From an optimization exercise on the open Yosys and OpenROAD flow, aimed at small area, a short achievable clock period and few clock cycles; shortcuts taken in it are not production practice.
The RTL was checked by simulation tests, not by an equivalence proof against the original design.
Power and IR drop assume default switching activity.

Setup of juniper:
==> flow/design.v <==
`default_nettype none
package dcache_pkg;
    localparam int WORD_W      = 32;
    localparam int SETS        = 8;
    localparam int WAYS        = 2;
    localparam int BLOCK_WORDS = 2;
    localparam int IDX_W       = 3;
    localparam int TAG_W       = 26;
    localparam int FLUSH_STEPS = 32;
    typedef logic [WORD_W-1:0] word_t;
    typedef struct packed {
        logic [TAG_W-1:0] tag;
        logic [IDX_W-1:0] idx;
        logic             blkoff;
        logic [1:0]       bytoff;
    } dcache_addr_t;
    typedef union packed {
        word_t        raw;
        dcache_addr_t f;
    } dcache_addr_u;
    typedef enum logic [2:0] {
        IDLE,
        WB0,
        WB1,
        FILL0,
        FILL1,
        FLUSH,
        FLUSHED
    } dcache_state_t;
endpackage
`default_nettype wire
`timescale 1ns/1ps
`default_nettype none
import dcache_pkg::*;
module dcache (
    input  logic  CLK,
    input  logic  nRST,
    input  logic  dmem_ren,
    input  logic  dmem_wen,
    input  logic [WORD_W-1:0] dmem_addr,
    input  logic [WORD_W-1:0] dmem_store,
    input  logic  halt,
    output logic [WORD_W-1:0] dmem_load,
    output logic  dhit,
    output logic  flushed,
    output logic  mem_ren,
    output logic  mem_wen,
    output logic [WORD_W-1:0] mem_addr,
    output logic [WORD_W-1:0] mem_store,
    input  logic [WORD_W-1:0] mem_load,
    input  logic  mem_wait
);
    localparam int LINES = SETS * WAYS;
    logic st_idle, st_hit, st_wb1, st_wb2, st_f1, st_f2;
    logic st_fsel, st_fwb, st_done;
    logic fsecond;      
    logic fwd;          
    logic ren_q;        
    logic wen_q;        
    logic [LINES-1:0]  valid;
    logic [LINES-1:0]  dirty;
    logic [SETS-1:0]   lru;      
    logic [TAG_W-1:0]  tags [LINES];
    logic [WORD_W-1:0] data [LINES][BLOCK_WORDS];
    logic              hway;     
    logic              vway;     
    logic [SETS-1:0]   rsel_q;   
    logic              blk_q;    
    logic              wr_q;     
    logic [WORD_W-1:0] ldw;      
    logic [WORD_W-1:0] stw;      
    logic [3:0]        fline;    
    logic [WORD_W-1:0] maddr;    
    logic             req;
    logic [TAG_W-1:0] rtag;
    logic [IDX_W-1:0] ridx;
    logic             rblk;
    assign req  = dmem_ren | dmem_wen;
    assign rtag = dmem_addr[31:6];
    assign ridx = dmem_addr[5:3];
    assign rblk = dmem_addr[2];
    logic [LINES-1:0] eq;
    always_comb begin
        for (int l = 0; l < LINES; l++) begin
            eq[l] = valid[l] && (tags[l] == rtag);
        end
    end
    logic [1:0] way_hit;
    logic       hit;
    assign way_hit[0] = eq[{ridx, 1'b0}];
    assign way_hit[1] = eq[{ridx, 1'b1}];
    assign hit        = |way_hit;
    logic [SETS-1:0] vdset;
    always_comb begin
        for (int s = 0; s < SETS; s++) begin
            vdset[s] = lru[s] ? dirty[2 * s + 1] : dirty[2 * s];
        end
    end
    logic victim;
    logic vdirty;
    assign victim = lru[ridx];
    assign vdirty = vdset[ridx];
    logic [LINES-1:0] fdirty;
    logic [3:0]       pe_next;
    logic [3:0]       pe_line;
    logic             any_dirty;
    always_comb begin
        fdirty = dirty;
        if (st_fwb) fdirty[fline] = 1'b0;
        pe_next = '0;
        for (int l = LINES - 1; l >= 0; l--) begin
            if (fdirty[l]) pe_next = 4'(l);
        end
    end
    always_ff @(posedge CLK) begin
        pe_line   <= pe_next;
        any_dirty <= |fdirty;
    end
    logic fnext;
    assign fnext = st_fsel || (st_fwb && fsecond);
    logic [IDX_W-1:0] sidx;
    logic             sway;
    logic             rsel;
    assign sidx = fnext ? pe_line[3:1] : (st_fwb ? fline[3:1] : ridx);
    assign sway = fnext ? pe_line[0] : (st_fwb ? fline[0] : (st_idle ? victim : vway));
    assign rsel = fnext ? 1'b0 : (st_fwb ? 1'b1 : (st_idle ? rblk : ~blk_q));
    logic [WORD_W-1:0] d0, d1;
    logic [TAG_W-1:0]  t0, t1, wtag;
    assign d0   = data[{sidx, 1'b0}][rsel];
    assign d1   = data[{sidx, 1'b1}][rsel];
    assign t0   = tags[{sidx, 1'b0}];
    assign t1   = tags[{sidx, 1'b1}];
    assign wtag = sway ? t1 : t0;
    logic xfer_done;
    assign xfer_done = !mem_wait && (st_wb1 || st_wb2 || st_f1 || st_f2 || st_fwb);
    logic load_st;
    assign load_st = st_idle || st_fsel || (!mem_wait && (st_wb1 || st_fwb));
    always_ff @(posedge CLK) begin
        if (st_idle) begin
            ldw <= ({WORD_W{way_hit[0]}} & d0) |
                   ({WORD_W{way_hit[1]}} & d1);
        end
        if (load_st) begin
            stw <= sway ? d1 : d0;
        end
    end
    always_ff @(posedge CLK) begin
        if (st_idle) begin
            if (vdirty) maddr <= {wtag, ridx, rblk, 2'b00};
            else        maddr <= {rtag, ridx, ~rblk, 2'b00};
        end else if (st_fsel || (st_fwb && fsecond && !mem_wait)) begin
            maddr <= {wtag, pe_line[3:1], 1'b0, 2'b00};
        end else if (xfer_done) begin
            if (st_wb2) maddr <= {rtag, ridx, ~blk_q, 2'b00};
            else        maddr[2] <= ~maddr[2];
        end
    end
    assign dhit      = st_hit || (fwd && !mem_wait);
    assign dmem_load = ldw | ({WORD_W{fwd}} & mem_load);
    assign flushed   = st_done;
    assign mem_wen   = wen_q;
    assign mem_ren   = ren_q;
    assign mem_store = stw;
    assign mem_addr  = maddr;
    logic              fill;
    logic              fword;
    logic [WORD_W-1:0] din [BLOCK_WORDS];
    assign fill   = st_f1 || st_f2;
    assign fword  = blk_q ^ st_f1;
    assign din[0] = (wr_q && !blk_q) ? dmem_store : mem_load;
    assign din[1] = (wr_q &&  blk_q) ? dmem_store : mem_load;
    always_ff @(posedge CLK) begin
        for (int l = 0; l < LINES; l++) begin
            for (int b = 0; b < BLOCK_WORDS; b++) begin
                if ((st_hit && wr_q && rsel_q[l / 2] && hway == l[0] && blk_q == b[0]) ||
                    (fill && !mem_wait && rsel_q[l / 2] && vway == l[0] && fword == b[0])) begin
                    data[l][b] <= din[b];
                end
            end
            if (st_f2 && !mem_wait && rsel_q[l / 2] && vway == l[0]) begin
                tags[l] <= rtag;
            end
        end
    end
    always_ff @(posedge CLK) begin
        if (st_idle) begin
            hway <= way_hit[1];
            vway <= victim;
            for (int s = 0; s < SETS; s++) begin
                rsel_q[s] <= (ridx == s);
            end
            blk_q <= rblk;
            wr_q  <= dmem_wen;
        end
        if (fnext && (st_fsel || !mem_wait)) begin
            fline <= pe_line;
        end
        fwd <= st_f2 ? mem_wait : (st_f1 && !mem_wait);
    end
    always_ff @(posedge CLK, negedge nRST) begin
        if (!nRST) begin
            st_idle <= 1'b1;
            st_hit  <= 1'b0;
            st_wb1  <= 1'b0;
            st_wb2  <= 1'b0;
            st_f1   <= 1'b0;
            st_f2   <= 1'b0;
            st_fsel <= 1'b0;
            st_fwb  <= 1'b0;
            st_done <= 1'b0;
            fsecond <= 1'b0;
            ren_q   <= 1'b0;
            wen_q   <= 1'b0;
            valid   <= '0;
            dirty   <= '0;
            lru     <= '0;
        end else begin
            if (st_idle) begin
                ren_q   <= req && !hit && !vdirty;
                wen_q   <= req && !hit && vdirty;
                st_idle <= !req && !halt;
                st_hit  <= req && hit;
                st_wb1  <= req && !hit && vdirty;
                st_f1   <= req && !hit && !vdirty;
                st_fsel <= !req && halt;
            end
            if (st_hit) begin
                lru[ridx] <= ~hway;
                if (wr_q) dirty[{ridx, hway}] <= 1'b1;
                st_hit  <= 1'b0;
                st_idle <= 1'b1;
            end
            if (!mem_wait) begin
                if (st_wb1) begin
                    st_wb1 <= 1'b0;
                    st_wb2 <= 1'b1;
                end
                if (st_wb2) begin
                    st_wb2 <= 1'b0;
                    st_f1  <= 1'b1;
                    wen_q  <= 1'b0;
                    ren_q  <= 1'b1;
                end
                if (st_f1) begin
                    st_f1 <= 1'b0;
                    st_f2 <= 1'b1;
                end
                if (st_f2) begin
                    st_f2               <= 1'b0;
                    ren_q               <= 1'b0;
                    st_idle             <= 1'b1;
                    valid[{ridx, vway}] <= 1'b1;
                    dirty[{ridx, vway}] <= wr_q;
                    lru[ridx]           <= ~vway;
                end
                if (st_fwb) begin
                    fsecond <= !fsecond;
                    if (fsecond) begin
                        dirty[fline] <= 1'b0;
                        if (!any_dirty) begin
                            wen_q   <= 1'b0;
                            st_fwb  <= 1'b0;
                            st_done <= 1'b1;
                        end
                    end
                end
            end
            if (st_fsel) begin
                fsecond <= 1'b0;
                st_fsel <= 1'b0;
                if (any_dirty) begin
                    st_fwb <= 1'b1;
                    wen_q  <= 1'b1;
                end else begin
                    st_done <= 1'b1;
                end
            end
        end
    end
endmodule
`default_nettype wire
Settings: LEC_CHECK=0, CAP_MARGIN=20, CORE_MARGIN=2, CORE_UTILIZATION=60, SETUP_SLACK_MARGIN=4.4, SLEW_MARGIN=20; clock period 8.0 ns.
run.sh (not shown) runs the stock make flow with config.mk's settings and CLKGATE_MAP_FILE= SYNTH_SCRIPT=/design/flow/synth_recipe.tcl, a recipe that flattens the netlist after the stock synthesis.
Looking at the reports, juniper completed the entire flow and the layout it produced met the timing, design-rule and antenna checks.
Testbench counts of juniper, summed over its fixed seeds: cycles 60,673.
Input-level comparison between fjord and juniper:
- swapping 4.4 for 4.5 in SETUP_SLACK_MARGIN
- putting PLACE_DENSITY at 0.7 where nothing was set
Results
The net switching power in fjord is 1.08 times that in juniper.
Clock buffer instance count of the final layout in fjord is about 2% lower than in juniper
Kind of critical path = input pin to flop: juniper; kind of critical path = input pin to output pin: fjord
Sort fjord and juniper by number of global-route vias before repair asc -> top: juniper
The estimated power of fjord ends up higher than the estimate for juniper.
## Diff of input files: harbor against fjord
- CTS_CLUSTER_DIAMETER newly set to 100
- CTS_CLUSTER_SIZE newly set to 20
- CORE_UTILIZATION changed from 60 to 40
[summary]
Relative to fjord, initial core utilization decreased by 20 points in harbor.
Comparing harbor with fjord, the sequential power came out essentially unchanged.
The higher peak ir drop on the vdd network of harbor and fjord is in fjord.
Comparing layout clock buffer count for harbor and fjord, the smaller number came from harbor.
Changes observed in harbor relative to fjord: clock latency on the worst-skew pair fell by 20 ps; multi-input logic cell count neither gained nor lost much; part of the total power dissipated in combinational logic now larger; post-CTS setup-driven buffer insertion count up 23; shortest clock period the worst path allows after layout moved up.

[separate check: timing with driven ports]
The flow's constraints put no driver on any port. The routed layouts listed below were extracted and timed again, unchanged, in two steps. Step 1 assumes that a clkbuf_16 drives the clock port and a buf_2 every other input. Step 2, shift: input delay + t, output delay - t, t = (earliest + latest rising clock arrival at the registers) / 2. This alone moves slack from input paths to output paths. Three values: ideal ports, drivers, drivers and shift; two values: the first two.
| run | shift t [ns] | setup slack, ns | worst hold slack (ns) | worst register clock-pin slew, ns | worst data-port slew with drivers (ns) |
|---|---|---|---|---|---|
| juniper | 0.859 | 4.233 / 4.176 / 3.402 | 0.463 / 0.463 / 0.463 | 0.07 / 0.07 | 0.10 |
| fjord | 0.876 | 4.280 / 4.227 / 3.479 | 0.461 / 0.461 / 0.461 | 0.07 / 0.07 | 0.11 |
| harbor | 0.828 | 4.184 / 4.066 / 3.454 | 0.464 / 0.464 / 0.464 | 0.10 / 0.10 | 0.19 |
After both steps setup and hold are still met in every run listed. For juniper, which loses most, drivers alone change the setup slack by -0.057 ns; drivers and shift together by -0.831 ns.
